This design comes from an exercise in tuning for small area, a short achievable clock period and few clock cycles per item on the open sky130 flow, not from production work. The RTL was checked by simulation tests, not by an equivalence proof against the original design. Power is estimated from default activity; no workload was simulated.

==> flow/design.v (outline; a module is shown in full before it is edited, if it fits) <==
// module csa_level: 49 lines
// module param_wallace_multiplier: 2844 lines
module param_wallace_multiplier
#(
    parameter int WIDTH = 32
) (
    input  logic                 clk,
    input  logic                 rst,
    input  logic [WIDTH-1:0]     a,
    input  logic [WIDTH-1:0]     b,
    input  logic                 signed_mode,
    input  logic                 in_valid,
    output logic                 in_ready,
    output logic [2*WIDTH-1:0]   product,
    output logic                 out_valid,
    input  logic                 out_ready
);
  // ...
==> flow/run.sh <==
#!/bin/bash
# synth_recipe.tcl (not shown) runs the flow's synth.tcl, then flattens the netlist and writes it again
# the make line also repeats each setting of config.mk as NAME=value (left out here)
make -C /OpenROAD-flow-scripts/flow DESIGN_CONFIG=/design/flow/config.mk WORK_HOME=/design/flow/orfs CLKGATE_MAP_FILE= SYNTH_SCRIPT=/design/flow/synth_recipe.tcl finish
==> flow/config.mk <==
export PLATFORM = sky130hd
export DESIGN_NAME = param_wallace_multiplier
export DESIGN_NICKNAME = param_wallace_multiplier
export VERILOG_FILES = /design/flow/design.v
export SDC_FILE = /design/flow/constraint.sdc
export NUM_CORES = 4
export LEC_CHECK = 0
export CAP_MARGIN = 20
export CORE_MARGIN = 2
export CORE_UTILIZATION = 40
export SLEW_MARGIN = 20
==> flow/constraint.sdc <==
create_clock -name core_clock -period 5.0 [get_ports {clk}]
set_input_delay 1.0000 -clock core_clock [delete_from_list [all_inputs] [get_ports {clk}]]
set_output_delay 1.0000 -clock core_clock [all_outputs]
set_load 0.01 [all_outputs]
==> out/metrics.yaml, run 1 <==
via_count: 42900
p_total_mw: 37.0
p_per_area_nw_per_um2: 743
grt_pass1_vias: 38300
hold_depth: 2
setup_violations: 0
vdd_drop_max_uv: 627
max_freq_mhz: 213
synthAdderAreaFrac: 0.263
layout_commonest_cell: "inv_1"
ant_nets: 0
comb.multi_input.count: 4086
status: "timing/DRC/antenna clean"
timing.setup.tns_ps: 0
p_sw_frac: 0.501
dr.max_layer_used: "met5"
r2r_slack_ps: 310
dominant_cells: "multi-input gates"
ctsHoldBuffers: 0
seq_area_um2: 9230
crit_required_ps: 5320
synth.distinct_cells: 68
synth-seq-area-share: 0.205
hold_violations: 0
seq-power_mw: 5.89
Testbench counts, summed over its fixed seeds: cycles 8,016, items 8,000.
==> run 2: changes to the inputs <==
--- a/flow/config.mk
+++ b/flow/config.mk
@@ -8,4 +8,5 @@
 export CAP_MARGIN = 20
 export CORE_MARGIN = 2
-export CORE_UTILIZATION = 40
+export CORE_UTILIZATION = 55
+export SETUP_SLACK_MARGIN = 2.2
 export SLEW_MARGIN = 20
==> run 2 against run 1 <==
Flip-flop and latch count is the same; total power is 21% higher; die area is 27% lower; register-to-register slack improved by 430 ps; combinational power increased by 28%; utilization increased by 29 points; worst hold slack better by 10 ps; via count increased by 10%; clock skew decreased by 15 ps.
==> out/metrics.yaml, run 2 <==
synth_top_cell_area_share: 0.204
drive_gt1_frac: 0.284
final.setup_skew_ps: 21.9
start_kind: "register"
nFillCells: 5932
hp-class: "reg -> reg"
crit_cells: 15
start_util: 0.558
grt-ovfl-total: 0
place_ws_ps: 115
path_max_fanout: 6
grt_pass1_wl_mm: 280
fp.coreArea_um2: 80800
grt.total_usage: 0.441
crit_required_ps: 5390  # +70 ps
grt_max_degree: 148
cts_root_buffer: "clkbuf_16"
cp_num_buf_inv: 3
hold_violations: 0  # unchanged
cts.sinks: 308
syn_inst: 5680
reg_top3: "st4_q (242), product_q (64)"
synth_edf_count: 306
cp-end-kind: "register"
r2r_cells: 15
cpPeakStageDelay_ps: 620
min_period_ps: 4270
largest_register_ffs: 242
hold_depth: 2  # unchanged
layout_common_cells: "a21oi_1, nand2_1, nor2_1, inv_1, buf_4"
maxCapViolCount: 0
wl_mm: 197
synth-seq-cells: 308
synth_top_cells_by_area: "edfxtp_1, fa_1, a21oi_1"
cpMaxStageDelayCell: "fa_2"
p_per_area_nw_per_um2: 756  # +1.8%
max_freq_mhz: 234  # +10%
timing.setup.tns_ps: 0  # unchanged
die_h_um: 290
synth_fp_nets: 6327
wl_per_cell_um: 28.5
clk_latency_ps: 570
crit_type: "reg -> reg"
rsz0062_at_grt: "yes"
yosysTopAreaCell: "edfxtp_1"
drt-pass1-iter-count: 10
avgSynthCellArea_um2: 7.94
area_delta_synth_final_pct: 31.0
via_count: 47200  # +10%
antenna_found_initial: 11
tightest_slew_ps: 890
leakagePower_nw: 23.6
cts-htree-levels: 2
place_congestion: 0.989
ant_nets: 0  # unchanged
synth.distinct_cells: 68  # unchanged
vdd_drop_max_uv: 899  # +43%
drt_iter0_drc: 6898
yosys_warnings: 2
ctsHoldBuffers: 0  # unchanged
port_buffers: 134
status: "timing/DRC/antenna clean"
crit_path_cell_trace: "inv_2, fa_1, fa_2, inv_2, ha_4, buf_6, nand4_1, o221ai_2, nand2_2, a31o_1, a21o_1, o31a_1, o31a_1, o21ai_2, xor2_1"
relSlewSlack: 0.407
grt_pass1_vias: 42400  # +10%
synth.cell_area_um2: 45100
clock_path_buffers: 3
clkSlewWorstSetupHoldPaths_ps: 60
die_w_um: 290
die_area_um2: 84300
drc: 0
slew_violations: 0
worst-endpoint-arrival_ps: 4660
synthTopCellsByCount: "inv_1, a21oi_1, clkbuf_1, nand2_1, nor2_1"
fin_crit_sh: 0.853
avgViaCountPerCell: 6.82
rows: 104
async_flop_share: 0
io_pins: 135
cts_tree: "built"
hpwlAfterDp_mm: 131
setup_violations: 0  # unchanged
regMostFlops: "st4_q"
synth-seq-area-share: 0.205  # unchanged
synth_most_common_cell: "inv_1"
cts_buffers: 36
layout_commonest_cell: "a21oi_1"
cp_top_family: "compound AO/OA/AOI/OAI gates"
final.setup.worst_slack_ps: 734
final_nets: 6471
synth_flop_cell: "edfxtp_1"
-- run 2: cell counts after synthesis --
No cell type changed its count.
-- run 2: cell type report --
type / count / area [um^2] / area share
Inverter: 593 / 2330 / 0.0395
Clock buffer: 41 / 920 / 0.0156
Timing Repair Buffer: 795 / 10400 / 0.176
Multi-Input combinational cell: 4090 / 34500 / 0.585
Sequential cell: 308 / 9230 / 0.156
Tap cell: 1060 / 1330 / 0.0225
Clock inverter: 25 / 267 / 0.00451
Antenna cell: 5 / 12.5 / 0.000212
-- run 2: metrics by stage --
step | total power [mW] | utilization | hold WS, ps | cell area [um^2] | cells
6_report | 44.7 | 0.731 | 456 | 59100 | 6917
5_1_grt | 47.8 | 0.731 | 488 | 59000 | 6913
4_1_cts | 40.5 | 0.701 | 454 | 56700 | 6808
3_5_place_dp | 33.6 | 0.591 | 445 | 47700 | 6488
3_3_place_gp | 33.2 | 0.591 | 437 | 47700 | 6488
2_1_floorplan | 25.2 | - | 423 | 46100 | 5680
-- run 2: kinds of logic after synthesis --
group                    synth area share
AO/OA/AOI/OAI                       0.278
XOR/XNOR                           0.0245
flip-flops                          0.205
adder cells (fa/ha/maj)             0.263
buffers and inverters               0.107
AND/OR/NAND/NOR                     0.121
multiplexers                      0.00139
-- run 2: repair_timing --
action	in CTS	in global routing
buffers inserted	190	88
setup endpoints to repair	250	226
resized for setup	1261	353
pin swaps	340	213
gates cloned	64	16
-- run 2: worst min-delay path, stage by stage (launching register included) --
cell,delay [ps]
dfxtp_1,310
inv_1,50
a21oi_1,50
-- run 2: per-layer routing --
layer	track usage	vias up	wire length, um
met4	0.183	16	12400
met2	0.604	3630	77600
met3	0.187	822	32500
li1	-	20100	-
met5	0	-	144
met1	0.608	22600	74400
-- run 2: path summary, 6_finish.rpt --
| check | from | to | slack [ps] |
|---|---|---|---|
| worst max-delay path | st4_q[39] | product_q[57] | 730 |
| worst min-delay path | v_q | out_valid_q | 460 |
| worst max register to register | st4_q[39] | product_q[57] | 730 |
| worst min register to register | v_q | out_valid_q | 460 |
-- run 2: report_power, final --
group	leakage (nW)	total [mW]	switching [mW]	internal, mW
logic	19.8	36.0	20.2	15.8
registers	3.24	5.97	0.422	5.55
clock network	0.568	2.70	1.19	1.51

## re-timing with driven ports
The flow's constraints put no driver on any port. The routed layouts listed below were extracted and timed again, unchanged, in two steps.
Step 1: set_driving_cell puts a clkbuf_16 on clk and a buf_2 on each other input, an assumption about the parent block.
Step 2, shift: input delay + t, output delay - t, t = (earliest + latest rising clock arrival at the registers) / 2. This alone moves slack from input paths to output paths.
Three values: ideal, step 1, step 2; two values: the first two.
run	t, ns	setup WS [ns]	hold WS [ns]	worst slew at a driven data input, ns	cell pins on the clock port's net
run 1	0.653	0.306 / 0.306 / -0.306	0.446 / 0.446 / 0.446	0.17	1
run 2	0.632	0.734 / 0.734 / 0.511	0.456 / 0.456 / 0.456	0.32	1
Met with ideal ports but missed after step 2: setup timing in run 1. The setup slack of run 1, which loses most, moves by 0.000 ns with the drivers and by -0.612 ns with both steps.
